This design comes from an exercise in tuning for a short achievable clock period and few clock cycles per item on the open sky130 flow, not from production work.
Function was checked by simulation only, so behaviour that the tests miss may differ from the original.
The flow treats the clock pin as an ideal source, which a real chip does not have.
No activity file was given, so power comes from the tool's default toggle rates.

## flow/design.v (module list and top-level ports; edited modules follow where they fit)
// module rpt_ram: 19 lines
// module rpt_magsq: 1146 lines
// module rpt_sq23: 457 lines
// module rpt_cordic_xy: 1108 lines
// module rpt_cordic_z: 946 lines
// module range_peak_phase_tracker: 378 lines
module range_peak_phase_tracker #(
  parameter int NUM_BINS    = 32,
  parameter int RING_DEPTH  = 64,
  parameter int SAMPLE_BITS = 24,
  parameter int ANGLE_BITS  = 16
) (
  input  logic                                     clk,
  input  logic                                     rst_n,
  input  logic                                     in_valid,
  output logic                                     in_ready,
  input  logic                                     in_req_type,
  input  logic signed [SAMPLE_BITS-1:0]            in_bin_re,
  input  logic signed [SAMPLE_BITS-1:0]            in_bin_im,
  input  logic                                     in_last_bin,
  input  logic [rpt_pkg::RD_IDX_W-1:0]             in_read_index,
  output logic                                     out_valid,
  input  logic                                     out_ready,
  output logic                                     out_kind,
  output logic                                     out_target_found,
  output logic [rpt_pkg::PEAK_BIN_W-1:0]           out_peak_bin,
  output logic signed [ANGLE_BITS-1:0]             out_peak_phase,
  output logic signed [rpt_pkg::PHASE_W-1:0]       out_unwrapped_phase,
  output logic [$clog2(RING_DEPTH+1)-1:0]          out_samples_held,
  output logic                                     out_analysis_due,
  output logic signed [rpt_pkg::PHASE_W-1:0]       out_read_data,
  input  logic                                     cfg_valid,
  output logic                                     cfg_ready,
  input  logic [rpt_pkg::CFG_IDX_W-1:0]            cfg_index,
  input  logic [rpt_pkg::MAG_CFG_W-1:0]            cfg_data
);
  // ...
==> flow/flow/run.sh <==
#!/bin/bash
# The standard layout (standard.sh, the standard flow's own ORFS run on the same config.mk
# and constraint.sdc), with repair_timing asked to leave a setup margin of
# REPAIR_MARGIN ns at the design's clock, so it keeps improving the worst
# paths well past the 12 ns period. The clock, SDC and every other step are
# unchanged. Full make output goes to standard.log in this folder.
set -euo pipefail
REPAIR_MARGIN=8.4
bash standard.sh SETUP_SLACK_MARGIN=$REPAIR_MARGIN finish > standard.log 2>&1
==> flow/standard.sh <==
#!/bin/bash
# synth_recipe.tcl (not shown) runs the flow's synth.tcl, then flattens the netlist and writes it again
# the make line also repeats each setting of config.mk as NAME=value (left out here)
make -C /OpenROAD-flow-scripts/flow DESIGN_CONFIG=/design/flow/config.mk WORK_HOME=/design/flow/orfs CLKGATE_MAP_FILE= SYNTH_SCRIPT=/design/flow/synth_recipe.tcl "${@:-finish}"
==> flow/config.mk <==
export PLATFORM = sky130hd
export DESIGN_NAME = range_peak_phase_tracker
export DESIGN_NICKNAME = range_peak_phase_tracker
export VERILOG_FILES = /design/flow/design.v
export SDC_FILE = /design/flow/constraint.sdc
export NUM_CORES = 4
export LEC_CHECK = 0
export ABC_CLOCK_PERIOD_IN_PS = 2000
export CAP_MARGIN = 20
export CORE_MARGIN = 2
export CORE_UTILIZATION = 60
export PLACE_DENSITY = 0.7
export SLEW_MARGIN = 20
==> flow/constraint.sdc <==
create_clock -name core_clock -period 12.0 [get_ports {clk}]
set_input_delay 2.4000 -clock core_clock [delete_from_list [all_inputs] [get_ports {clk}]]
set_output_delay 2.4000 -clock core_clock [all_outputs]
set_load 0.01 [all_outputs]
==> impl_metrics.env, run 1 <==
export IMPL_grt_pass1_wl_mm=1170
export IMPL_p_leak_nw=145
export IMPL_tritoncts="built"
export IMPL_synth_largest_area_cell="dfxtp_1"
export IMPL_netlist_top_cells_count="dfxtp_1, edfxtp_1, mux2_2"
export IMPL_seq_share=0.493
export IMPL_num_rows=281
export IMPL_synth_most_common_cell="dfxtp_1"
export IMPL_critPathTopFamily="flip-flops"
export IMPL_p_per_area_nw_per_um2=292
export IMPL_cts_resized_gates=625
export IMPL_relSlewSlack=0.201
export IMPL_start_util=0.601
export IMPL_p_switching_w=0.0414
export IMPL_path_max_fanout=1
export IMPL_synth_fa_ha_area_frac=0.110
export IMPL_vias=201000
export IMPL_fin_tns_setup_ns=0
export IMPL_n_all_buffers=515
export IMPL_dieArea_um2=591000
export IMPL_synthCells=26600
export IMPL_timing_fmax_ghz=0.251
export IMPL_reg2reg_from="wp_r[1]$_SDFFE_PP0P_"
export IMPL_top_regs="u_ring.mem x2048, fifo_q x564, cd x426"
export IMPL_outcome="no timing/DRC/antenna violations"
export IMPL_gr_usage_all_layers=0.253
Testbench counts, summed over its fixed seeds: cycles 12,928, items 575.
==> run 2: changes to the inputs <==
--- a/flow/design.v
+++ b/flow/design.v
@@ -11,17 +11,17 @@
   localparam logic REQ_BIN    = 1'b0;
   localparam logic REQ_READ   = 1'b1;
   localparam logic KIND_FRAME = 1'b0;
   localparam logic KIND_READ  = 1'b1;
   localparam int CORDIC_STEPS    = 24;
   localparam int CORDIC_IT_W     = 5;
   localparam int CORDIC_PRESCALE = 40;
   localparam int CORDIC_W        = 43;
-  localparam int CORDIC_XY_LAT   = 39;
+  localparam int CORDIC_XY_LAT   = 36;
   localparam int CORDIC_Z_LAT    = 4;
   typedef struct packed {
     logic        done;
     logic [31:0] turns;
   } cordic_stat_t;
 endpackage
 module rpt_ram #(
   parameter int WIDTH = 32,
@@ -1660,177 +1660,96 @@
   logic signed [40:0] r0_ys;
   logic [40:0] r0_ox;
   logic [40:0] r0_oy;
   assign r0_ys = y0;
   logic signed [40:0] r0_dx;
   assign r0_dx = r0_ys >>> 0;
   assign r0_ox = r0_dx ^ {41{r0_s}};
   assign r0_oy = 41'(x0 >> 0) ^ {41{!r0_s}};
-  logic [21:0] r0_xl;
-  logic [21:0] r0_yl;
-  logic [22:0] r0_xt;
-  logic [22:0] r0_yt;
-  assign r0_xt = {1'b0, x0[20:0], 1'b1} + {1'b0, r0_ox[20:0], r0_s};
-  assign r0_yt = {1'b0, y0[20:0], 1'b1} + {1'b0, r0_oy[20:0], !r0_s};
-  assign r0_xl = r0_xt[22:1];
-  assign r0_yl = r0_yt[22:1];
-  logic [40:0] r0_xa;
-  logic [40:0] r0_ya;
-  logic r0_cx, r0_cy;
-  logic [0:0] r0_ha;
-  always_ff @(posedge clk) begin
-    r0_xa  <= {x0[40:21], r0_xl[20:0]};
-    r0_cx  <= r0_xl[21];
-    r0_ya  <= {y0[40:21], r0_yl[20:0]};
-    r0_cy  <= r0_yl[21];
-    r0_ha  <= r0_s;
-  end
-  logic r0_sb;
-  logic signed [40:0] r0_yb, r0_dxb;
-  logic [40:0] r0_xb, r0_dyb;
-  logic [40:0] r0_oxa;
-  logic [40:0] r0_oya;
-  assign r0_sb  = r0_ya[40];
-  assign r0_yb  = {r0_ya[40:21], 21'd0};
-  assign r0_dxb = r0_yb >>> 0;
-  assign r0_xb  = {r0_xa[40:21], 21'd0};
-  assign r0_dyb = r0_xb >> 0;
-  assign r0_oxa = r0_dxb ^ {41{r0_sb}};
-  assign r0_oya = r0_dyb[40:0] ^ {41{!r0_sb}};
   logic [40:0] r0_xn;
   logic [40:0] r0_yn;
-  logic [21:0] r0_xh;
-  logic [21:0] r0_yh;
-  assign r0_xh = {1'b0, r0_xa[40:21], 1'b1} + {1'b0, r0_oxa[40:21], r0_cx};
-  assign r0_yh = {1'b0, r0_ya[40:21], 1'b1} + {1'b0, r0_oya[40:21], r0_cy};
-  assign r0_xn = {r0_xh[20:1], r0_xa[20:0]};
-  assign r0_yn = {r0_yh[20:1], r0_ya[20:0]};
-  logic [40:0] x1;
-  logic [40:0] y1;
+  logic [42:0] r0_xt;
+  logic [42:0] r0_yt;
+  assign r0_xt = {1'b0, x0, 1'b1} + {1'b0, r0_ox, r0_s};
+  assign r0_yt = {1'b0, y0, 1'b1} + {1'b0, r0_oy, !r0_s};
+  assign r0_xn = r0_xt[41:1];
+  assign r0_yn = r0_yt[41:1];
+  logic [40:16] x1_q;
+  logic [40:16] y1_q;
   logic [0:0] h1;
   always_ff @(posedge clk) begin
-    x1 <= r0_xn;
-    y1 <= r0_yn[40:0];
-    h1 <= r0_ha;
+    x1_q <= r0_xn[40:16];
+    y1_q <= r0_yn[40:16];
+    h1 <= r0_s;
   end
+  logic [40:0] x1;
+  logic [40:0] y1;
+  assign x1 = {x1_q, 16'd0};
+  assign y1 = {y1_q, 16'd0};
   logic r1_s;
   assign r1_s = y1[40];
   logic signed [40:0] r1_ys;
   logic [40:0] r1_ox;
   logic [40:0] r1_oy;
   assign r1_ys = y1;
   logic signed [40:0] r1_dx;
   assign r1_dx = r1_ys >>> 1;
   assign r1_ox = r1_dx ^ {41{r1_s}};
   assign r1_oy = 41'(x1 >> 1) ^ {41{!r1_s}};
-  logic [21:0] r1_xl;
-  logic [21:0] r1_yl;
-  logic [22:0] r1_xt;
-  logic [22:0] r1_yt;
-  assign r1_xt = {1'b0, x1[20:0], 1'b1} + {1'b0, r1_ox[20:0], r1_s};
-  assign r1_yt = {1'b0, y1[20:0], 1'b1} + {1'b0, r1_oy[20:0], !r1_s};
-  assign r1_xl = r1_xt[22:1];
-  assign r1_yl = r1_yt[22:1];
-  logic [40:0] r1_xa;
-  logic [40:0] r1_ya;
-  logic r1_cx, r1_cy;
-  logic [1:0] r1_ha;
-  always_ff @(posedge clk) begin
-    r1_xa  <= {x1[40:21], r1_xl[20:0]};
-    r1_cx  <= r1_xl[21];
-    r1_ya  <= {y1[40:21], r1_yl[20:0]};
-    r1_cy  <= r1_yl[21];
-    r1_ha  <= {h1, r1_s};
-  end
-  logic r1_sb;
-  logic signed [40:0] r1_yb, r1_dxb;
-  logic [40:0] r1_xb, r1_dyb;
-  logic [40:0] r1_oxa;
-  logic [40:0] r1_oya;
-  assign r1_sb  = r1_ya[40];
-  assign r1_yb  = {r1_ya[40:21], 21'd0};
-  assign r1_dxb = r1_yb >>> 1;
-  assign r1_xb  = {r1_xa[40:21], 21'd0};
-  assign r1_dyb = r1_xb >> 1;
-  assign r1_oxa = r1_dxb ^ {41{r1_sb}};
-  assign r1_oya = r1_dyb[40:0] ^ {41{!r1_sb}};
   logic [40:0] r1_xn;
   logic [40:0] r1_yn;
-  logic [21:0] r1_xh;
-  logic [21:0] r1_yh;
-  assign r1_xh = {1'b0, r1_xa[40:21], 1'b1} + {1'b0, r1_oxa[40:21], r1_cx};
-  assign r1_yh = {1'b0, r1_ya[40:21], 1'b1} + {1'b0, r1_oya[40:21], r1_cy};
-  assign r1_xn = {r1_xh[20:1], r1_xa[20:0]};
-  assign r1_yn = {r1_yh[20:1], r1_ya[20:0]};
-  logic [40:0] x2;
-  logic [40:0] y2;
+  logic [42:0] r1_xt;
+  logic [42:0] r1_yt;
+  assign r1_xt = {1'b0, x1, 1'b1} + {1'b0, r1_ox, r1_s};
+  assign r1_yt = {1'b0, y1, 1'b1} + {1'b0, r1_oy, !r1_s};
+  assign r1_xn = r1_xt[41:1];
+  assign r1_yn = r1_yt[41:1];
+  logic [40:15] x2_q;
+  logic [40:15] y2_q;
   logic [1:0] h2;
   always_ff @(posedge clk) begin
-    x2 <= r1_xn;
-    y2 <= r1_yn[40:0];
-    h2 <= r1_ha;
+    x2_q <= r1_xn[40:15];
+    y2_q <= r1_yn[40:15];
+    h2 <= {h1, r1_s};
   end
+  logic [40:0] x2;
+  logic [40:0] y2;
+  assign x2 = {x2_q, 15'd0};
+  assign y2 = {y2_q, 15'd0};
   logic r2_s;
   assign r2_s = y2[40];
   logic signed [40:0] r2_ys;
   logic [40:0] r2_ox;
   logic [40:0] r2_oy;
   assign r2_ys = y2;
   logic signed [40:0] r2_dx;
   assign r2_dx = r2_ys >>> 2;
   assign r2_ox = r2_dx ^ {41{r2_s}};
   assign r2_oy = 41'(x2 >> 2) ^ {41{!r2_s}};
-  logic [21:0] r2_xl;
-  logic [21:0] r2_yl;
-  logic [22:0] r2_xt;
-  logic [22:0] r2_yt;
-  assign r2_xt = {1'b0, x2[20:0], 1'b1} + {1'b0, r2_ox[20:0], r2_s};
-  assign r2_yt = {1'b0, y2[20:0], 1'b1} + {1'b0, r2_oy[20:0], !r2_s};
-  assign r2_xl = r2_xt[22:1];
-  assign r2_yl = r2_yt[22:1];
-  logic [40:0] r2_xa;
-  logic [40:0] r2_ya;
-  logic r2_cx, r2_cy;
-  logic [2:0] r2_ha;
-  always_ff @(posedge clk) begin
-    r2_xa  <= {x2[40:21], r2_xl[20:0]};
-    r2_cx  <= r2_xl[21];
-    r2_ya  <= {y2[40:21], r2_yl[20:0]};
-    r2_cy  <= r2_yl[21];
-    r2_ha  <= {h2, r2_s};
-  end
-  logic r2_sb;
-  logic signed [40:0] r2_yb, r2_dxb;
-  logic [40:0] r2_xb, r2_dyb;
-  logic [40:0] r2_oxa;
-  logic [40:0] r2_oya;
-  assign r2_sb  = r2_ya[40];
-  assign r2_yb  = {r2_ya[40:21], 21'd0};
-  assign r2_dxb = r2_yb >>> 2;
-  assign r2_xb  = {r2_xa[40:21], 21'd0};
-  assign r2_dyb = r2_xb >> 2;
-  assign r2_oxa = r2_dxb ^ {41{r2_sb}};
-  assign r2_oya = r2_dyb[40:0] ^ {41{!r2_sb}};
   logic [40:0] r2_xn;
   logic [40:0] r2_yn;
-  logic [21:0] r2_xh;
-  logic [21:0] r2_yh;
-  assign r2_xh = {1'b0, r2_xa[40:21], 1'b1} + {1'b0, r2_oxa[40:21], r2_cx};
-  assign r2_yh = {1'b0, r2_ya[40:21], 1'b1} + {1'b0, r2_oya[40:21], r2_cy};
-  assign r2_xn = {r2_xh[20:1], r2_xa[20:0]};
-  assign r2_yn = {r2_yh[20:1], r2_ya[20:0]};
-  logic [40:0] x3;
-  logic [40:0] y3;
+  logic [42:0] r2_xt;
+  logic [42:0] r2_yt;
+  assign r2_xt = {1'b0, x2, 1'b1} + {1'b0, r2_ox, r2_s};
+  assign r2_yt = {1'b0, y2, 1'b1} + {1'b0, r2_oy, !r2_s};
+  assign r2_xn = r2_xt[41:1];
+  assign r2_yn = r2_yt[41:1];
+  logic [40:13] x3_q;
+  logic [40:13] y3_q;
   logic [2:0] h3;
   always_ff @(posedge clk) begin
-    x3 <= r2_xn;
-    y3 <= r2_yn[40:0];
-    h3 <= r2_ha;
+    x3_q <= r2_xn[40:13];
+    y3_q <= r2_yn[40:13];
+    h3 <= {h2, r2_s};
   end
+  logic [40:0] x3;
+  logic [40:0] y3;
+  assign x3 = {x3_q, 13'd0};
+  assign y3 = {y3_q, 13'd0};
   logic r3_s;
   assign r3_s = y3[40];
   logic signed [40:0] r3_ys;
   logic [40:0] r3_ox;
   logic [40:0] r3_oy;
   assign r3_ys = y3;
   logic signed [40:0] r3_dx;
   assign r3_dx = r3_ys >>> 3;
@@ -1870,24 +1789,28 @@
   logic [40:0] r3_xn;
   logic [40:0] r3_yn;
   logic [21:0] r3_xh;
   logic [21:0] r3_yh;
   assign r3_xh = {1'b0, r3_xa[40:21], 1'b1} + {1'b0, r3_oxa[40:21], r3_cx};
   assign r3_yh = {1'b0, r3_ya[40:21], 1'b1} + {1'b0, r3_oya[40:21], r3_cy};
   assign r3_xn = {r3_xh[20:1], r3_xa[20:0]};
   assign r3_yn = {r3_yh[20:1], r3_ya[20:0]};
-  logic [40:0] x4;
-  logic [39:0] y4;
+  logic [40:10] x4_q;
+  logic [39:10] y4_q;
   logic [3:0] h4;
   always_ff @(posedge clk) begin
-    x4 <= r3_xn;
-    y4 <= r3_yn[39:0];
+    x4_q <= r3_xn[40:10];
+    y4_q <= r3_yn[39:10];
     h4 <= r3_ha;
   end
+  logic [40:0] x4;
+  logic [39:0] y4;
+  assign x4 = {x4_q, 10'd0};
+  assign y4 = {y4_q, 10'd0};
   logic r4_s;
   assign r4_s = y4[39];
   logic signed [40:0] r4_ys;
   logic [40:0] r4_ox;
   logic [39:0] r4_oy;
   assign r4_ys = {{1{y4[39]}}, y4};
   logic signed [40:0] r4_dx;
   assign r4_dx = r4_ys >>> 4;
@@ -1927,24 +1850,28 @@
   logic [40:0] r4_xn;
   logic [39:0] r4_yn;
   logic [21:0] r4_xh;
   logic [21:0] r4_yh;
   assign r4_xh = {1'b0, r4_xa[40:21], 1'b1} + {1'b0, r4_oxa[40:21], r4_cx};
   assign r4_yh = {1'b0, r4_ya[39:20], 1'b1} + {1'b0, r4_oya[39:20], r4_cy};
   assign r4_xn = {r4_xh[20:1], r4_xa[20:0]};
   assign r4_yn = {r4_yh[20:1], r4_ya[19:0]};
-  logic [40:0] x5;
-  logic [38:0] y5;
+  logic [40:6] x5_q;
+  logic [38:6] y5_q;
   logic [4:0] h5;
   always_ff @(posedge clk) begin
-    x5 <= r4_xn;
-    y5 <= r4_yn[38:0];
+    x5_q <= r4_xn[40:6];
+    y5_q <= r4_yn[38:6];
     h5 <= r4_ha;
   end
+  logic [40:0] x5;
+  logic [38:0] y5;
+  assign x5 = {x5_q, 6'd0};
+  assign y5 = {y5_q, 6'd0};
   logic r5_s;
   assign r5_s = y5[38];
   logic signed [40:0] r5_ys;
   logic [40:0] r5_ox;
   logic [38:0] r5_oy;
   assign r5_ys = {{2{y5[38]}}, y5};
   logic signed [40:0] r5_dx;
   assign r5_dx = r5_ys >>> 5;
@@ -1984,24 +1911,28 @@
   logic [40:0] r5_xn;
   logic [38:0] r5_yn;
   logic [21:0] r5_xh;
   logic [20:0] r5_yh;
   assign r5_xh = {1'b0, r5_xa[40:21], 1'b1} + {1'b0, r5_oxa[40:21], r5_cx};
   assign r5_yh = {1'b0, r5_ya[38:20], 1'b1} + {1'b0, r5_oya[38:20], r5_cy};
   assign r5_xn = {r5_xh[20:1], r5_xa[20:0]};
   assign r5_yn = {r5_yh[19:1], r5_ya[19:0]};
-  logic [40:0] x6;
-  logic [37:0] y6;
+  logic [40:1] x6_q;
+  logic [37:1] y6_q;
   logic [5:0] h6;
   always_ff @(posedge clk) begin
-    x6 <= r5_xn;
-    y6 <= r5_yn[37:0];
+    x6_q <= r5_xn[40:1];
+    y6_q <= r5_yn[37:1];
     h6 <= r5_ha;
   end
+  logic [40:0] x6;
+  logic [37:0] y6;
+  assign x6 = {x6_q, 1'd0};
+  assign y6 = {y6_q, 1'd0};
   logic r6_s;
   assign r6_s = y6[37];
   logic signed [40:0] r6_ys;
   logic [40:0] r6_ox;
   logic [37:0] r6_oy;
   assign r6_ys = {{3{y6[37]}}, y6};
   logic signed [40:0] r6_dx;
   assign r6_dx = r6_ys >>> 6;
@@ -2041,24 +1972,28 @@
   logic [40:0] r6_xn;
   logic [37:0] r6_yn;
   logic [21:0] r6_xh;
   logic [20:0] r6_yh;
   assign r6_xh = {1'b0, r6_xa[40:21], 1'b1} + {1'b0, r6_oxa[40:21], r6_cx};
   assign r6_yh = {1'b0, r6_ya[37:19], 1'b1} + {1'b0, r6_oya[37:19], r6_cy};
   assign r6_xn = {r6_xh[20:1], r6_xa[20:0]};
   assign r6_yn = {r6_yh[19:1], r6_ya[18:0]};
-  logic [40:0] x7;
-  logic [36:0] y7;
+  logic [40:0] x7_q;
+  logic [36:0] y7_q;
   logic [6:0] h7;
   always_ff @(posedge clk) begin
-    x7 <= r6_xn;
-    y7 <= r6_yn[36:0];
+    x7_q <= r6_xn[40:0];
+    y7_q <= r6_yn[36:0];
     h7 <= r6_ha;
   end
+  logic [40:0] x7;
+  logic [36:0] y7;
+  assign x7 = x7_q;
+  assign y7 = y7_q;
   logic r7_s;
   assign r7_s = y7[36];
   logic signed [40:0] r7_ys;
   logic [40:0] r7_ox;
   logic [36:0] r7_oy;
   assign r7_ys = {{4{y7[36]}}, y7};
   logic signed [40:0] r7_dx;
   assign r7_dx = r7_ys >>> 7;
@@ -2098,24 +2033,28 @@
   logic [40:0] r7_xn;
   logic [36:0] r7_yn;
   logic [21:0] r7_xh;
   logic [19:0] r7_yh;
   assign r7_xh = {1'b0, r7_xa[40:21], 1'b1} + {1'b0, r7_oxa[40:21], r7_cx};
   assign r7_yh = {1'b0, r7_ya[36:19], 1'b1} + {1'b0, r7_oya[36:19], r7_cy};
   assign r7_xn = {r7_xh[20:1], r7_xa[20:0]};
   assign r7_yn = {r7_yh[18:1], r7_ya[18:0]};
-  logic [40:0] x8;
-  logic [35:0] y8;
+  logic [40:0] x8_q;
+  logic [35:0] y8_q;
   logic [7:0] h8;
   always_ff @(posedge clk) begin
-    x8 <= r7_xn;
-    y8 <= r7_yn[35:0];
+    x8_q <= r7_xn[40:0];
+    y8_q <= r7_yn[35:0];
     h8 <= r7_ha;
   end
+  logic [40:0] x8;
+  logic [35:0] y8;
+  assign x8 = x8_q;
+  assign y8 = y8_q;
   logic r8_s;
   assign r8_s = y8[35];
   logic signed [40:0] r8_ys;
   logic [40:0] r8_ox;
   logic [35:0] r8_oy;
   assign r8_ys = {{5{y8[35]}}, y8};
   logic signed [40:0] r8_dx;
   assign r8_dx = r8_ys >>> 8;
@@ -2155,24 +2094,28 @@
   logic [40:0] r8_xn;
   logic [35:0] r8_yn;
   logic [21:0] r8_xh;
   logic [19:0] r8_yh;
   assign r8_xh = {1'b0, r8_xa[40:21], 1'b1} + {1'b0, r8_oxa[40:21], r8_cx};
   assign r8_yh = {1'b0, r8_ya[35:18], 1'b1} + {1'b0, r8_oya[35:18], r8_cy};
   assign r8_xn = {r8_xh[20:1], r8_xa[20:0]};
   assign r8_yn = {r8_yh[18:1], r8_ya[17:0]};
-  logic [40:0] x9;
-  logic [34:0] y9;
+  logic [40:0] x9_q;
+  logic [34:0] y9_q;
   logic [8:0] h9;
   always_ff @(posedge clk) begin
-    x9 <= r8_xn;
-    y9 <= r8_yn[34:0];
+    x9_q <= r8_xn[40:0];
+    y9_q <= r8_yn[34:0];
     h9 <= r8_ha;
   end
+  logic [40:0] x9;
+  logic [34:0] y9;
+  assign x9 = x9_q;
+  assign y9 = y9_q;
   logic r9_s;
   assign r9_s = y9[34];
   logic signed [40:0] r9_ys;
   logic [40:0] r9_ox;
   logic [34:0] r9_oy;
   assign r9_ys = {{6{y9[34]}}, y9};
   logic signed [40:0] r9_dx;
   assign r9_dx = r9_ys >>> 9;
@@ -2212,24 +2155,28 @@
   logic [40:0] r9_xn;
   logic [34:0] r9_yn;
   logic [21:0] r9_xh;
   logic [18:0] r9_yh;
   assign r9_xh = {1'b0, r9_xa[40:21], 1'b1} + {1'b0, r9_oxa[40:21], r9_cx};
   assign r9_yh = {1'b0, r9_ya[34:18], 1'b1} + {1'b0, r9_oya[34:18], r9_cy};
   assign r9_xn = {r9_xh[20:1], r9_xa[20:0]};
   assign r9_yn = {r9_yh[17:1], r9_ya[17:0]};
-  logic [40:0] x10;
-  logic [33:0] y10;
+  logic [40:0] x10_q;
+  logic [33:0] y10_q;
   logic [9:0] h10;
   always_ff @(posedge clk) begin
-    x10 <= r9_xn;
-    y10 <= r9_yn[33:0];
+    x10_q <= r9_xn[40:0];
+    y10_q <= r9_yn[33:0];
     h10 <= r9_ha;
   end
+  logic [40:0] x10;
+  logic [33:0] y10;
+  assign x10 = x10_q;
+  assign y10 = y10_q;
   logic r10_s;
   assign r10_s = y10[33];
   logic signed [40:0] r10_ys;
   logic [40:0] r10_ox;
   logic [33:0] r10_oy;
   assign r10_ys = {{7{y10[33]}}, y10};
   logic signed [40:0] r10_dx;
   assign r10_dx = r10_ys >>> 10;
@@ -2269,24 +2216,28 @@
   logic [40:0] r10_xn;
   logic [33:0] r10_yn;
   logic [21:0] r10_xh;
   logic [18:0] r10_yh;
   assign r10_xh = {1'b0, r10_xa[40:21], 1'b1} + {1'b0, r10_oxa[40:21], r10_cx};
   assign r10_yh = {1'b0, r10_ya[33:17], 1'b1} + {1'b0, r10_oya[33:17], r10_cy};
   assign r10_xn = {r10_xh[20:1], r10_xa[20:0]};
   assign r10_yn = {r10_yh[17:1], r10_ya[16:0]};
-  logic [40:0] x11;
-  logic [32:0] y11;
+  logic [40:0] x11_q;
+  logic [32:0] y11_q;
   logic [10:0] h11;
   always_ff @(posedge clk) begin
-    x11 <= r10_xn;
-    y11 <= r10_yn[32:0];
+    x11_q <= r10_xn[40:0];
+    y11_q <= r10_yn[32:0];
     h11 <= r10_ha;
   end
+  logic [40:0] x11;
+  logic [32:0] y11;
+  assign x11 = x11_q;
+  assign y11 = y11_q;
   logic r11_s;
   assign r11_s = y11[32];
   logic signed [40:0] r11_ys;
   logic [40:0] r11_ox;
   logic [32:0] r11_oy;
   assign r11_ys = {{8{y11[32]}}, y11};
   logic signed [40:0] r11_dx;
   assign r11_dx = r11_ys >>> 11;
@@ -2326,24 +2277,28 @@
   logic [40:0] r11_xn;
   logic [32:0] r11_yn;
   logic [21:0] r11_xh;
   logic [17:0] r11_yh;
   assign r11_xh = {1'b0, r11_xa[40:21], 1'b1} + {1'b0, r11_oxa[40:21], r11_cx};
   assign r11_yh = {1'b0, r11_ya[32:17], 1'b1} + {1'b0, r11_oya[32:17], r11_cy};
   assign r11_xn = {r11_xh[20:1], r11_xa[20:0]};
   assign r11_yn = {r11_yh[16:1], r11_ya[16:0]};
-  logic [40:0] x12;
-  logic [31:0] y12;
+  logic [40:0] x12_q;
+  logic [31:0] y12_q;
   logic [11:0] h12;
   always_ff @(posedge clk) begin
-    x12 <= r11_xn;
-    y12 <= r11_yn[31:0];
+    x12_q <= r11_xn[40:0];
+    y12_q <= r11_yn[31:0];
     h12 <= r11_ha;
   end
+  logic [40:0] x12;
+  logic [31:0] y12;
+  assign x12 = x12_q;
+  assign y12 = y12_q;
   logic r12_s;
   assign r12_s = y12[31];
   logic signed [40:0] r12_ys;
   logic [40:0] r12_ox;
   logic [31:0] r12_oy;
   assign r12_ys = {{9{y12[31]}}, y12};
   logic signed [40:0] r12_dx;
   assign r12_dx = r12_ys >>> 12;
@@ -2383,24 +2338,28 @@
   logic [40:0] r12_xn;
   logic [31:0] r12_yn;
   logic [21:0] r12_xh;
   logic [17:0] r12_yh;
   assign r12_xh = {1'b0, r12_xa[40:21], 1'b1} + {1'b0, r12_oxa[40:21], r12_cx};
   assign r12_yh = {1'b0, r12_ya[31:16], 1'b1} + {1'b0, r12_oya[31:16], r12_cy};
   assign r12_xn = {r12_xh[20:1], r12_xa[20:0]};
   assign r12_yn = {r12_yh[16:1], r12_ya[15:0]};
-  logic [40:0] x13;
-  logic [30:0] y13;
+  logic [40:0] x13_q;
+  logic [30:0] y13_q;
   logic [12:0] h13;
   always_ff @(posedge clk) begin
-    x13 <= r12_xn;
-    y13 <= r12_yn[30:0];
+    x13_q <= r12_xn[40:0];
+    y13_q <= r12_yn[30:0];
     h13 <= r12_ha;
   end
+  logic [40:0] x13;
+  logic [30:0] y13;
+  assign x13 = x13_q;
+  assign y13 = y13_q;
   logic r13_s;
   assign r13_s = y13[30];
   logic signed [40:0] r13_ys;
   logic [40:0] r13_ox;
   logic [30:0] r13_oy;
   assign r13_ys = {{10{y13[30]}}, y13};
   logic signed [40:0] r13_dx;
   assign r13_dx = r13_ys >>> 13;
@@ -2440,24 +2399,28 @@
   logic [40:0] r13_xn;
   logic [30:0] r13_yn;
   logic [21:0] r13_xh;
   logic [16:0] r13_yh;
   assign r13_xh = {1'b0, r13_xa[40:21], 1'b1} + {1'b0, r13_oxa[40:21], r13_cx};
   assign r13_yh = {1'b0, r13_ya[30:16], 1'b1} + {1'b0, r13_oya[30:16], r13_cy};
   assign r13_xn = {r13_xh[20:1], r13_xa[20:0]};
   assign r13_yn = {r13_yh[15:1], r13_ya[15:0]};
-  logic [40:0] x14;
-  logic [29:0] y14;
+  logic [40:0] x14_q;
+  logic [29:0] y14_q;
   logic [13:0] h14;
   always_ff @(posedge clk) begin
-    x14 <= r13_xn;
-    y14 <= r13_yn[29:0];
+    x14_q <= r13_xn[40:0];
+    y14_q <= r13_yn[29:0];
     h14 <= r13_ha;
   end
+  logic [40:0] x14;
+  logic [29:0] y14;
+  assign x14 = x14_q;
+  assign y14 = y14_q;
   logic r14_s;
   assign r14_s = y14[29];
   logic signed [40:0] r14_ys;
   logic [40:0] r14_ox;
   logic [29:0] r14_oy;
   assign r14_ys = {{11{y14[29]}}, y14};
   logic signed [40:0] r14_dx;
   assign r14_dx = r14_ys >>> 14;
@@ -2497,24 +2460,28 @@
   logic [40:0] r14_xn;
   logic [29:0] r14_yn;
   logic [21:0] r14_xh;
   logic [16:0] r14_yh;
   assign r14_xh = {1'b0, r14_xa[40:21], 1'b1} + {1'b0, r14_oxa[40:21], r14_cx};
   assign r14_yh = {1'b0, r14_ya[29:15], 1'b1} + {1'b0, r14_oya[29:15], r14_cy};
   assign r14_xn = {r14_xh[20:1], r14_xa[20:0]};
   assign r14_yn = {r14_yh[15:1], r14_ya[14:0]};
-  logic [40:0] x15;
-  logic [28:0] y15;
+  logic [40:0] x15_q;
+  logic [28:0] y15_q;
   logic [14:0] h15;
   always_ff @(posedge clk) begin
-    x15 <= r14_xn;
-    y15 <= r14_yn[28:0];
+    x15_q <= r14_xn[40:0];
+    y15_q <= r14_yn[28:0];
     h15 <= r14_ha;
   end
+  logic [40:0] x15;
+  logic [28:0] y15;
+  assign x15 = x15_q;
+  assign y15 = y15_q;
   logic r15_s;
   assign r15_s = y15[28];
   logic signed [40:0] r15_ys;
   logic [40:0] r15_ox;
   logic [28:0] r15_oy;
   assign r15_ys = {{12{y15[28]}}, y15};
   logic signed [40:0] r15_dx;
   assign r15_dx = r15_ys >>> 15;
@@ -2554,24 +2521,28 @@
   logic [40:0] r15_xn;
   logic [28:0] r15_yn;
   logic [21:0] r15_xh;
   logic [15:0] r15_yh;
   assign r15_xh = {1'b0, r15_xa[40:21], 1'b1} + {1'b0, r15_oxa[40:21], r15_cx};
   assign r15_yh = {1'b0, r15_ya[28:15], 1'b1} + {1'b0, r15_oya[28:15], r15_cy};
   assign r15_xn = {r15_xh[20:1], r15_xa[20:0]};
   assign r15_yn = {r15_yh[14:1], r15_ya[14:0]};
-  logic [40:0] x16;
-  logic [27:0] y16;
+  logic [40:0] x16_q;
+  logic [27:0] y16_q;
   logic [15:0] h16;
   always_ff @(posedge clk) begin
-    x16 <= r15_xn;
-    y16 <= r15_yn[27:0];
+    x16_q <= r15_xn[40:0];
+    y16_q <= r15_yn[27:0];
     h16 <= r15_ha;
   end
+  logic [40:0] x16;
+  logic [27:0] y16;
+  assign x16 = x16_q;
+  assign y16 = y16_q;
   logic r16_s;
   assign r16_s = y16[27];
   logic signed [40:0] r16_ys;
   logic [40:0] r16_ox;
   logic [27:0] r16_oy;
   assign r16_ys = {{13{y16[27]}}, y16};
   logic signed [40:0] r16_dx;
   assign r16_dx = r16_ys >>> 16;
@@ -2580,24 +2551,28 @@
   logic [40:0] r16_xn;
   logic [27:0] r16_yn;
   logic [42:0] r16_xt;
   logic [29:0] r16_yt;
   assign r16_xt = {1'b0, x16, 1'b1} + {1'b0, r16_ox, r16_s};
   assign r16_yt = {1'b0, y16, 1'b1} + {1'b0, r16_oy, !r16_s};
   assign r16_xn = r16_xt[41:1];
   assign r16_yn = r16_yt[28:1];
-  logic [40:0] x17;
-  logic [26:0] y17;
+  logic [40:0] x17_q;
+  logic [26:0] y17_q;
   logic [16:0] h17;
   always_ff @(posedge clk) begin
-    x17 <= r16_xn;
-    y17 <= r16_yn[26:0];
+    x17_q <= r16_xn[40:0];
+    y17_q <= r16_yn[26:0];
     h17 <= {h16, r16_s};
   end
+  logic [40:0] x17;
+  logic [26:0] y17;
+  assign x17 = x17_q;
+  assign y17 = y17_q;
   logic r17_s;
   assign r17_s = y17[26];
   logic signed [40:0] r17_ys;
   logic [40:0] r17_ox;
   logic [26:0] r17_oy;
   assign r17_ys = {{14{y17[26]}}, y17};
   logic signed [40:0] r17_dx;
   assign r17_dx = r17_ys >>> 17;
@@ -2606,24 +2581,28 @@
   logic [40:0] r17_xn;
   logic [26:0] r17_yn;
   logic [42:0] r17_xt;
   logic [28:0] r17_yt;
   assign r17_xt = {1'b0, x17, 1'b1} + {1'b0, r17_ox, r17_s};
   assign r17_yt = {1'b0, y17, 1'b1} + {1'b0, r17_oy, !r17_s};
   assign r17_xn = r17_xt[41:1];
   assign r17_yn = r17_yt[27:1];
-  logic [40:0] x18;
-  logic [25:0] y18;
+  logic [40:0] x18_q;
+  logic [25:0] y18_q;
   logic [17:0] h18;
   always_ff @(posedge clk) begin
-    x18 <= r17_xn;
-    y18 <= r17_yn[25:0];
+    x18_q <= r17_xn[40:0];
+    y18_q <= r17_yn[25:0];
     h18 <= {h17, r17_s};
   end
+  logic [40:0] x18;
+  logic [25:0] y18;
+  assign x18 = x18_q;
+  assign y18 = y18_q;
   logic r18_s;
   assign r18_s = y18[25];
   logic signed [40:0] r18_ys;
   logic [40:0] r18_ox;
   logic [25:0] r18_oy;
   assign r18_ys = {{15{y18[25]}}, y18};
   logic signed [40:0] r18_dx;
   assign r18_dx = r18_ys >>> 18;
@@ -2632,24 +2611,28 @@
   logic [40:0] r18_xn;
   logic [25:0] r18_yn;
   logic [42:0] r18_xt;
   logic [27:0] r18_yt;
   assign r18_xt = {1'b0, x18, 1'b1} + {1'b0, r18_ox, r18_s};
   assign r18_yt = {1'b0, y18, 1'b1} + {1'b0, r18_oy, !r18_s};
   assign r18_xn = r18_xt[41:1];
   assign r18_yn = r18_yt[26:1];
-  logic [40:0] x19;
-  logic [24:0] y19;
+  logic [40:0] x19_q;
+  logic [24:0] y19_q;
   logic [18:0] h19;
   always_ff @(posedge clk) begin
-    x19 <= r18_xn;
-    y19 <= r18_yn[24:0];
+    x19_q <= r18_xn[40:0];
+    y19_q <= r18_yn[24:0];
     h19 <= {h18, r18_s};
   end
+  logic [40:0] x19;
+  logic [24:0] y19;
+  assign x19 = x19_q;
+  assign y19 = y19_q;
   logic r19_s;
   assign r19_s = y19[24];
   logic signed [40:0] r19_ys;
   logic [40:0] r19_ox;
   logic [24:0] r19_oy;
   assign r19_ys = {{16{y19[24]}}, y19};
   logic signed [40:0] r19_dx;
   assign r19_dx = r19_ys >>> 19;
@@ -2658,24 +2641,28 @@
   logic [40:0] r19_xn;
   logic [24:0] r19_yn;
   logic [42:0] r19_xt;
   logic [26:0] r19_yt;
   assign r19_xt = {1'b0, x19, 1'b1} + {1'b0, r19_ox, r19_s};
   assign r19_yt = {1'b0, y19, 1'b1} + {1'b0, r19_oy, !r19_s};
   assign r19_xn = r19_xt[41:1];
   assign r19_yn = r19_yt[25:1];
-  logic [40:0] x20;
-  logic [23:0] y20;
+  logic [40:0] x20_q;
+  logic [23:0] y20_q;
   logic [19:0] h20;
   always_ff @(posedge clk) begin
-    x20 <= r19_xn;
-    y20 <= r19_yn[23:0];
+    x20_q <= r19_xn[40:0];
+    y20_q <= r19_yn[23:0];
     h20 <= {h19, r19_s};
   end
+  logic [40:0] x20;
+  logic [23:0] y20;
+  assign x20 = x20_q;
+  assign y20 = y20_q;
   logic r20_s;
   assign r20_s = y20[23];
   logic signed [40:0] r20_ys;
   logic [40:0] r20_ox;
   logic [23:0] r20_oy;
   assign r20_ys = {{17{y20[23]}}, y20};
   logic signed [40:0] r20_dx;
   assign r20_dx = r20_ys >>> 20;
@@ -2684,24 +2671,28 @@
   logic [40:0] r20_xn;
   logic [23:0] r20_yn;
   logic [42:0] r20_xt;
   logic [25:0] r20_yt;
   assign r20_xt = {1'b0, x20, 1'b1} + {1'b0, r20_ox, r20_s};
   assign r20_yt = {1'b0, y20, 1'b1} + {1'b0, r20_oy, !r20_s};
   assign r20_xn = r20_xt[41:1];
   assign r20_yn = r20_yt[24:1];
-  logic [40:0] x21;
-  logic [22:0] y21;
+  logic [40:0] x21_q;
+  logic [22:0] y21_q;
   logic [20:0] h21;
   always_ff @(posedge clk) begin
-    x21 <= r20_xn;
-    y21 <= r20_yn[22:0];
+    x21_q <= r20_xn[40:0];
+    y21_q <= r20_yn[22:0];
     h21 <= {h20, r20_s};
   end
+  logic [40:0] x21;
+  logic [22:0] y21;
+  assign x21 = x21_q;
+  assign y21 = y21_q;
   logic r21_s;
   assign r21_s = y21[22];
   logic signed [40:0] r21_ys;
   logic [40:0] r21_ox;
   logic [22:0] r21_oy;
   assign r21_ys = {{18{y21[22]}}, y21};
   logic signed [40:0] r21_dx;
   assign r21_dx = r21_ys >>> 21;
@@ -2710,24 +2701,28 @@
   logic [40:0] r21_xn;
   logic [22:0] r21_yn;
   logic [42:0] r21_xt;
   logic [24:0] r21_yt;
   assign r21_xt = {1'b0, x21, 1'b1} + {1'b0, r21_ox, r21_s};
   assign r21_yt = {1'b0, y21, 1'b1} + {1'b0, r21_oy, !r21_s};
   assign r21_xn = r21_xt[41:1];
   assign r21_yn = r21_yt[23:1];
-  logic [40:0] x22;
-  logic [21:0] y22;
+  logic [40:0] x22_q;
+  logic [21:0] y22_q;
   logic [21:0] h22;
   always_ff @(posedge clk) begin
-    x22 <= r21_xn;
-    y22 <= r21_yn[21:0];
+    x22_q <= r21_xn[40:0];
+    y22_q <= r21_yn[21:0];
     h22 <= {h21, r21_s};
   end
+  logic [40:0] x22;
+  logic [21:0] y22;
+  assign x22 = x22_q;
+  assign y22 = y22_q;
   logic r22_s;
   assign r22_s = y22[21];
   logic signed [40:0] r22_ys;
   logic [40:0] r22_ox;
   logic [21:0] r22_oy;
   assign r22_ys = {{19{y22[21]}}, y22};
   logic signed [40:0] r22_dx;
   assign r22_dx = r22_ys >>> 22;
@@ -2736,24 +2731,28 @@
   logic [40:0] r22_xn;
   logic [21:0] r22_yn;
   logic [42:0] r22_xt;
   logic [23:0] r22_yt;
   assign r22_xt = {1'b0, x22, 1'b1} + {1'b0, r22_ox, r22_s};
   assign r22_yt = {1'b0, y22, 1'b1} + {1'b0, r22_oy, !r22_s};
   assign r22_xn = r22_xt[41:1];
   assign r22_yn = r22_yt[22:1];
-  logic [40:0] x23;
-  logic [20:0] y23;
+  logic [40:0] x23_q;
+  logic [20:0] y23_q;
   logic [22:0] h23;
   always_ff @(posedge clk) begin
-    x23 <= r22_xn;
-    y23 <= r22_yn[20:0];
+    x23_q <= r22_xn[40:0];
+    y23_q <= r22_yn[20:0];
     h23 <= {h22, r22_s};
   end
+  logic [40:0] x23;
+  logic [20:0] y23;
+  assign x23 = x23_q;
+  assign y23 = y23_q;
   logic r23_s;
   assign r23_s = y23[20];
   assign sg = {h23, r23_s};
 endmodule
 module rpt_cordic_z (
   input  logic clk,
   input  logic [23:0] sg,
   input  logic neg,
==> run 2 against run 1 <==
- total power fell by 0.36%
- sequential share of layout area fell by 0.43 points
- cell area fell by 1.2%
- highest routed layer unchanged
- critical path type unchanged
- synthesized cell count fell by 0.26%
- critical path depth did not move
- global-route usage rose by 1.0 points
- count of clock-buffer cells in the layout fell by 54
- clock skew fell by 0.035 ns
- maximum frequency fell by 0.89%
==> impl_metrics.env, run 2 <==
export IMPL_outcome="no timing/DRC/antenna violations"
export IMPL_gr_usage_all_layers=0.263
export IMPL_peakVddDrop_mv=0.269
export IMPL_tritoncts="built"
export IMPL_drcViolationCount=0
export IMPL_maxSlewViolCount=0
export IMPL_ys_warn_count=6
export IMPL_vias=203000
export IMPL_vias_per_cell=5.77
export IMPL_ant_nets=0
export IMPL_fp_dieW_um=766
export IMPL_cts_clk_slew_worst_paths_ns=0.06
export IMPL_grt_pass1_wl_mm=1190
export IMPL_num_rows=279
export IMPL_p_per_area_nw_per_um2=295
export IMPL_top_regs="u_ring.mem x2048, fifo_q x564, cd x396"
export IMPL_clkSinkCount=8115
export IMPL_yosys_area_share_simple=0.0602
export IMPL_multi_input_area_um2=150000
export IMPL_avgRoutedWirePerCell_um=22.5
export IMPL_hold_buffers=0
export IMPL_synth_edf_count=2612
export IMPL_largest_register="u_ring.mem"
export IMPL_fin_tns_setup_ns=0
export IMPL_hp_start="u_cordic.r7_xa[10]$_DFF_P_"
export IMPL_synth_top_flop_cell="dfxtp_1"
export IMPL_cp_num_buf_inv=1
export IMPL_final_cells=35100
export IMPL_finalHoldViolations=0
export IMPL_regArea_um2=189000
export IMPL_synth_most_common_cell="dfxtp_1"
export IMPL_cts_buffers_inserted=789
export IMPL_reg2reg_slack_ns=8.32
export IMPL_port_buffers=182
export IMPL_synth_seq_cells=8115
export IMPL_finalCriticalPeriod_ns=4.02
export IMPL_io_pins=186
export IMPL_first_iter_violations=16600
export IMPL_nets=29200
export IMPL_path_class="flop to output port"
export IMPL_met2_wirelength_mm=381
export IMPL_post_place_ws_ns=6.98
export IMPL_core_um2=578000
export IMPL_critPathTopFamily="flip-flops"
export IMPL_final_common_cell="dfxtp_1"
export IMPL_synth_fa_ha_area_frac=0.111
export IMPL_layout_common_cells="dfxtp_1, edfxtp_1, mux2_2"
export IMPL_synth_nets=29100
export IMPL_r2r_end="u_cordic.x1_q[39]$_DFF_P_"
export IMPL_htreeDepth=6
export IMPL_cp_slowest_cell="dfxtp_4"
export IMPL_finalWeightedCongestion=0.871
export IMPL_cp_required_ns=9.60
export IMPL_netlist_top_cells_count="dfxtp_1, edfxtp_1, mux2_2"
export IMPL_clk_latency_ns=1.14
export IMPL_dp_hpwl_mm=501
export IMPL_yosysUniqueCellTypes=98
export IMPL_grt_ovfl_total=0
export IMPL_start_util=0.602
export IMPL_slowest_delay_ns=0.35
export IMPL_worstMarginPinSlew_ns=1.17
export IMPL_synth_top_family_by_area="multiplexers"
export IMPL_min_period_over_period=0.335
export IMPL_area_growth_pct=11.1
export IMPL_relSlewSlack=0.221
export IMPL_fin_ws_ns=7.98
export IMPL_largest_reg_flops=2048
export IMPL_fin_skew_ns=0.0585
export IMPL_hold_end="u_cordic.x8_q[10]$_DFF_P_"
export IMPL_dr_pass1_iters=6
export IMPL_drive_above_1_share=0.190
export IMPL_reg2reg_from="q_y[24]$_DFF_P_"
export IMPL_synth_xor_area_frac=0.0664
export IMPL_crit_chain="buf_6"
export IMPL_holdWs_ns=0.274
export IMPL_antenna_found_initial=23
export IMPL_critPathCaptureType="output port"
export IMPL_drt_wl_total_mm=789
export IMPL_rsz0062_at_grt="true"
export IMPL_critPathLaunchType="flop"
export IMPL_rr_worst_depth=12
export IMPL_timing_fmax_ghz=0.249
export IMPL_synthCells=26500
export IMPL_clk_root_buffer_cell="clkbuf_16"
export IMPL_highest_layer="met5"
export IMPL_synth_area_top_cells="dfxtp_1, edfxtp_1, mux2_2, fa_1, mux4_2"
export IMPL_place_inst=33500
export IMPL_synthesis_area_um2=348000
export IMPL_clockBufferDepth=4
export IMPL_synthMuxAreaShare=0.128
export IMPL_grt_max_degree=193
export IMPL_synth_seq_area_share=0.542
export IMPL_synth_largest_area_cell="dfxtp_1"
export IMPL_nFillCells=41500
export IMPL_netlist_area_leader_share=0.317
export IMPL_dieArea_um2=586000
export IMPL_path_max_fanout=2
export IMPL_setup_viol_count_final=0
export IMPL_grt_pass1_vias=203000
export IMPL_min_path_cells=0
export IMPL_min_path_type="flop to flop"
export IMPL_synth_compound_gate_area_share=0.0621
export IMPL_p_leak_nw=144
export IMPL_die_h_um=766
export IMPL_maxCapViolations=0
export IMPL_arrival_ns=1.62
export IMPL_dr_wl_met3_mm=53.1
export IMPL_synth_avg_cell_area_um2=13.1
export IMPL_async_reset_ff_frac=0
export IMPL_wl_met1_mm=328
-- run 2: timing repair --
item | 4_1_cts | 5_1_grt
buffers inserted | 27 | 17
gates resized for setup | 631 | 218
setup endpoints to repair | 2508 | 2299
cloned | 11 | 14
pin swaps | 11 | 28
-- run 2: final cells by class --
class / count / area share
Antenna cell: 26 / 0.000168
Clock buffer: 1082 / 0.0574
Clock inverter: 380 / 0.0117
Inverter: 1518 / 0.0148
Multi-Input combinational cell: 15700 / 0.388
Sequential cell: 8115 / 0.488
Tap cell: 7727 / 0.0250
Timing Repair Buffer: 513 / 0.0143
Timing Repair inverter: 1 / 0.0000421
-- run 2: logic make-up (layout without fill, tap and decap cells) --
group                    after synthesis  count (layout)
multiplexers                        3152            3152
other                                  1              27
adder cells (fa/ha/maj)             2475            2475
buffers and inverters               2716            3494
AO/OA/AOI/OAI                       3231            3231
AND/OR/NAND/NOR                     4215            4218
flip-flops                          8115            8115
XOR/XNOR                            2639            2639
-- run 2: metrics by stage --
stage | area (um^2) | total power (W) | utilization
global placement | 358000 | 0.0876 | 0.619
floorplan | 348000 | 0.0755 | -
global route | 387000 | 0.122 | 0.669
detailed placement | 358000 | 0.0887 | 0.619
CTS | 385000 | 0.115 | 0.667
finish | 387000 | 0.114 | 0.669
-- run 2: power by group --
group	leakage [nW]	internal, W	switching, W	total [W]
Clock	13.1	0.0146	0.0106	0.0252
Sequential	63.9	0.0355	0.00383	0.0393
Combinational	66.5	0.0221	0.0275	0.0496
-- run 2: worst max-delay path by stage --
| stage | slack, ns | cells past startpoint | start | end |
|---|---|---|---|---|
| floorplan | 6.82 | 4 | u2_rd$_DFF_P_ | u_ring.mem[0]$_DFFE_PP_ |
| global placement | 7.01 | 8 | r_slot[0]$_DFF_P_ | f_entry[5]$_DFF_P_ |
| detailed placement | 6.98 | 8 | r_slot[0]$_DFF_P_ | f_entry[4]$_DFF_P_ |
| CTS | 7.87 | 1 | out_valid_r$_SDFF_PP0_ | out_valid |
| global route | 7.89 | 1 | out_valid_r$_SDFF_PP0_ | out_valid |
| finish | 7.98 | 1 | out_valid_r$_SDFF_PP0_ | out_valid |
-- run 2: per-layer routing --
layer	vias up	GRT usage
li1	93500	-
met1	101000	0.352
met2	6327	0.443
met3	1522	0.0395
met4	2	0.0837
met5	-	0
Testbench counts of run 2, summed over its fixed seeds: cycles 12,904, items 575.
==> run 3: changes to the inputs <==
==> flow/flow/run.sh (replaced) <==
#!/bin/bash
set -euo pipefail
REPAIR_MARGIN=8.4
bash standard.sh SETUP_SLACK_MARGIN=$REPAIR_MARGIN POST_CTS_TCL=$PWD/flow/unroot.tcl finish > standard.log 2>&1
==> flow/flow/unroot.tcl (new file) <==
set block [ord::get_db_block]
set port_net [[$block findBTerm clk] getNet]
set loads [$port_net getITerms]
if {[llength $loads] == 1} {
  set a_pin [lindex $loads 0]
  set root [$a_pin getInst]
  set root_name [$root getName]
  set master [[$root getMaster] getName]
  set x_pin [$root findITerm X]
  set out_net [$x_pin getNet]
  set sinks {}
  foreach it [$out_net getITerms] {
    if {[$it getInst] != $root} { lappend sinks $it }
  }
  if {[string match "sky130_fd_sc_hd__clkbuf_*" $master] && [llength $sinks] <= 4
      && [llength [$out_net getBTerms]] == 0} {
    $a_pin disconnect
    $x_pin disconnect
    foreach it $sinks {
      $it disconnect
      $it connect $port_net
    }
    odb::dbInst_destroy $root
    odb::dbNet_destroy $out_net
    puts "unroot: bypassed $root_name ($master), clock port now drives [llength $sinks] pins"
  } else {
    puts "unroot: root $root_name ($master) drives [llength $sinks] pins, left in place"
  }
} else {
  puts "unroot: clock port drives [llength $loads] pins, left in place"
}
==> run 3 against run 2 <==
- still clean
- synthesized cell count unchanged
- count of clock-buffer cells in the layout decreased by 1
- sequential share of layout area is essentially flat
- clock skew grew 0.011 ns
- die area unchanged
- sequential power about the same
- wire length hardly changed
- critical path depth stayed put
- register-to-register slack about the same
- critical endpoint unchanged
==> impl_metrics.env, run 3 <==
export IMPL_nets=29200
export IMPL_synth_seq_area_share=0.542
export IMPL_reg2reg_slack_ns=8.32
export IMPL_avgRoutedWirePerCell_um=22.5
export IMPL_clkSinkCount=8115
export IMPL_setup_viol_count_final=0
export IMPL_port_buffers=182
export IMPL_worstMarginPinSlew_ns=1.20
export IMPL_critPathCaptureType="output port"
export IMPL_grt_pass1_wl_mm=1190
export IMPL_antenna_found_initial=22
export IMPL_drt_wl_total_mm=789
export IMPL_start_util=0.602
export IMPL_cp_required_ns=9.60
export IMPL_first_iter_violations=16700
export IMPL_synth_top_flop_cell="dfxtp_1"
export IMPL_grt_ovfl_total=0
export IMPL_largest_reg_flops=2048
export IMPL_top_regs="u_ring.mem x2048, fifo_q x564, cd x396"
export IMPL_clk_latency_ns=0.87
export IMPL_yosysUniqueCellTypes=98
export IMPL_vias=202000
export IMPL_slowest_delay_ns=0.35
export IMPL_finalHoldViolations=0
export IMPL_netlist_area_leader_share=0.317
export IMPL_finalCriticalPeriod_ns=3.74
export IMPL_drcViolationCount=0
export IMPL_io_pins=186
export IMPL_path_class="flop to output port"
export IMPL_fin_skew_ns=0.0697
export IMPL_utilization=0.669
export IMPL_path_max_fanout=2
export IMPL_async_reset_ff_frac=0
export IMPL_largest_register="u_ring.mem"
export IMPL_drive_above_1_share=0.190
export IMPL_arrival_ns=1.34
export IMPL_synthCells=26500
export IMPL_gr_usage_all_layers=0.263
export IMPL_tritoncts="built"
export IMPL_synth_avg_cell_area_um2=13.1
export IMPL_fin_tns_setup_ns=0
export IMPL_maxCapViolations=0
export IMPL_timing_fmax_ghz=0.268
export IMPL_relSlewSlack=0.199
export IMPL_synth_nets=29100
export IMPL_reg2reg_from="q_y[24]$_DFF_P_"
export IMPL_rr_worst_depth=12
export IMPL_dp_hpwl_mm=501
export IMPL_critPathLaunchType="flop"
export IMPL_outcome="no timing/DRC/antenna violations"
export IMPL_critPathTopFamily="flip-flops"
export IMPL_dr_pass1_iters=6
export IMPL_fp_dieW_um=766
export IMPL_cts_clk_slew_worst_paths_ns=0.06
export IMPL_vias_per_cell=5.77
export IMPL_synthesis_area_um2=348000
export IMPL_synth_edf_count=2612
export IMPL_grt_max_degree=193
export IMPL_maxSlewViolCount=0
export IMPL_synth_largest_area_cell="dfxtp_1"
export IMPL_hold_end="u_cordic.x8_q[10]$_DFF_P_"
export IMPL_area_growth_pct=11.1
export IMPL_final_common_cell="dfxtp_1"
export IMPL_finalWeightedCongestion=0.871
export IMPL_synth_area_top_cells="dfxtp_1, edfxtp_1, mux2_2, fa_1, mux4_2"
export IMPL_layout_common_cells="dfxtp_1, edfxtp_1, mux2_2"
export IMPL_p_leak_nw=144
export IMPL_synth_most_common_cell="dfxtp_1"
export IMPL_r2r_end="u_cordic.x1_q[39]$_DFF_P_"
export IMPL_hp_start="u_cordic.r7_xa[10]$_DFF_P_"
export IMPL_cp_slowest_cell="dfxtp_4"
export IMPL_p_per_area_nw_per_um2=295
export IMPL_rsz0062_at_grt="true"
export IMPL_ys_warn_count=6
export IMPL_crit_chain="buf_6"
export IMPL_ant_nets=0
export IMPL_core_um2=578000
export IMPL_num_rows=279
export IMPL_synth_seq_cells=8115
export IMPL_cp_num_buf_inv=1
export IMPL_grt_pass1_vias=203000
export IMPL_die_h_um=766
export IMPL_min_period_over_period=0.311
export IMPL_min_path_cells=0
export IMPL_nFillCells=41500
export IMPL_peakVddDrop_mv=0.269
export IMPL_min_path_type="flop to flop"
export IMPL_dieArea_um2=586000
export IMPL_netlist_top_cells_count="dfxtp_1, edfxtp_1, mux2_2"
[run 3: cell count changes in the layout (fill, tap and decap cells not counted), moves of 2 or more]
| cell | delta |
|---|---|
| diode_2 | -7 |
| buf_4 | -5 |
| buf_6 | -4 |
| buf_12 | +2 |
| clkbuf_8 | +2 |
| buf_8 | +7 |
[run 3: kinds of logic after synthesis]
group,count (synthesis),synth area share
buffers and inverters,2716,0.0302
AO/OA/AOI/OAI,3231,0.0621
multiplexers,3152,0.128
other,1,0.0000108
AND/OR/NAND/NOR,4215,0.0602
adder cells (fa/ha/maj),2475,0.111
flip-flops,8115,0.542
XOR/XNOR,2639,0.0664
[run 3: worst register-to-register path, cell delays in order (launching register included)]
cell and delay (ns):
dfxtp_4 0.45, buf_16 0.19, xor2_1 0.17, ha_1 0.31
a2111oi_0 0.65, o21ai_2 0.21, a311oi_2 0.38, o21a_1 0.22
o31ai_1 0.12, o41a_1 0.36, a21o_1 0.21, a21oi_1 0.20
xnor2_1 0.15
[run 3: layer usage]
layer  global-route usage  vias up  part of all wire  routed length, um
met1                0.352   101000              0.42             329000
li1                     -    93500                 -                  -
met4               0.0819        4             0.035              27700
met3               0.0388     1513             0.065              51500
met2                0.443     6118              0.48             381000
met5                    0        -          0.000030                 24
[run 3: worst max path at each step]
stage,startpoint,to,slack [ns],cells after the start
2_1_floorplan,u2_rd$_DFF_P_,u_ring.mem[0]$_DFFE_PP_,6.82,4
3_5_place_dp,r_slot[0]$_DFF_P_,f_entry[4]$_DFF_P_,6.98,8
6_report,out_valid_r$_SDFF_PP0_,out_valid,8.26,1
3_3_place_gp,r_slot[0]$_DFF_P_,f_entry[5]$_DFF_P_,7.01,8
5_1_grt,out_valid_r$_SDFF_PP0_,out_valid,8.20,1
[run 3: report_power, final]
| group | total (W) | switching (W) | internal, W |
|---|---|---|---|
| Combinational | 0.0495 | 0.0274 | 0.0221 |
| Clock | 0.0251 | 0.0106 | 0.0146 |
| Sequential | 0.0393 | 0.00383 | 0.0355 |
[run 3: cell type report]
type | count | area, um^2 | share of cell area
sequential | 8115 | 189000 | 0.488
clock inverter | 380 | 4530 | 0.0117
timing repair inverter | 1 | 16.3 | 0.0000421
multi-input combinational | 15700 | 150000 | 0.388
tap | 7727 | 9670 | 0.0250
timing repair buffer | 514 | 5580 | 0.0144
antenna | 19 | 47.5 | 0.000123
clock buffer | 1081 | 22200 | 0.0573
inverter | 1518 | 5740 | 0.0148
[run 3: stage by stage]
stage / setup WS, ns / cell area (um^2) / total power [W] / hold slack, ns / instances
final: 8.26 / 387000 / 0.114 / 0.263 / 35100
after global placement: 7.01 / 358000 / 0.0876 / 0.310 / 33500
after detailed placement: 6.98 / 358000 / 0.0887 / 0.312 / 33500
after floorplan: 6.82 / 348000 / 0.0755 / 0.310 / 26500
after global routing: 8.20 / 387000 / 0.122 / 0.271 / 35100

==> port drivers added, routing unchanged <==
In the flow no input, the clock included, has a driving cell. The finished layouts below were timed again as built, in two steps. Step 1 (the two cells are an assumption about what drives the block):
set clk [get_ports {clk}]
set_driving_cell -lib_cell sky130_fd_sc_hd__clkbuf_16 $clk
set_driving_cell -lib_cell sky130_fd_sc_hd__buf_2 [delete_from_list [all_inputs] $clk]
Step 2 also shifts input and output timing later by t, the mid clock arrival at the registers, as if the neighbouring blocks saw the same clock. Three values: ideal ports, drivers, drivers and shift; two values: the first two.
run | shift t [ns] | slack for setup (ns) | worst hold slack (ns) | latest minus earliest clock arrival (ns) | worst data-port slew with drivers (ns)
run 1 | 1.238 | 8.015 / 7.882 / 7.825 | 0.263 / 0.263 / 0.263 | 0.112 / 0.112 | 0.12
run 2 | 1.250 | 7.979 / 7.841 / 7.567 | 0.274 / 0.274 / 0.274 | 0.068 / 0.069 | 0.14
run 3 | 1.081 | 8.264 / 8.018 / 7.554 | 0.263 / 0.265 / 0.265 | 0.080 / 0.078 | 0.14
After both steps every run listed still meets setup and hold. For run 3, which loses most, drivers alone change the setup slack by -0.246 ns; drivers and shift together by -0.710 ns.
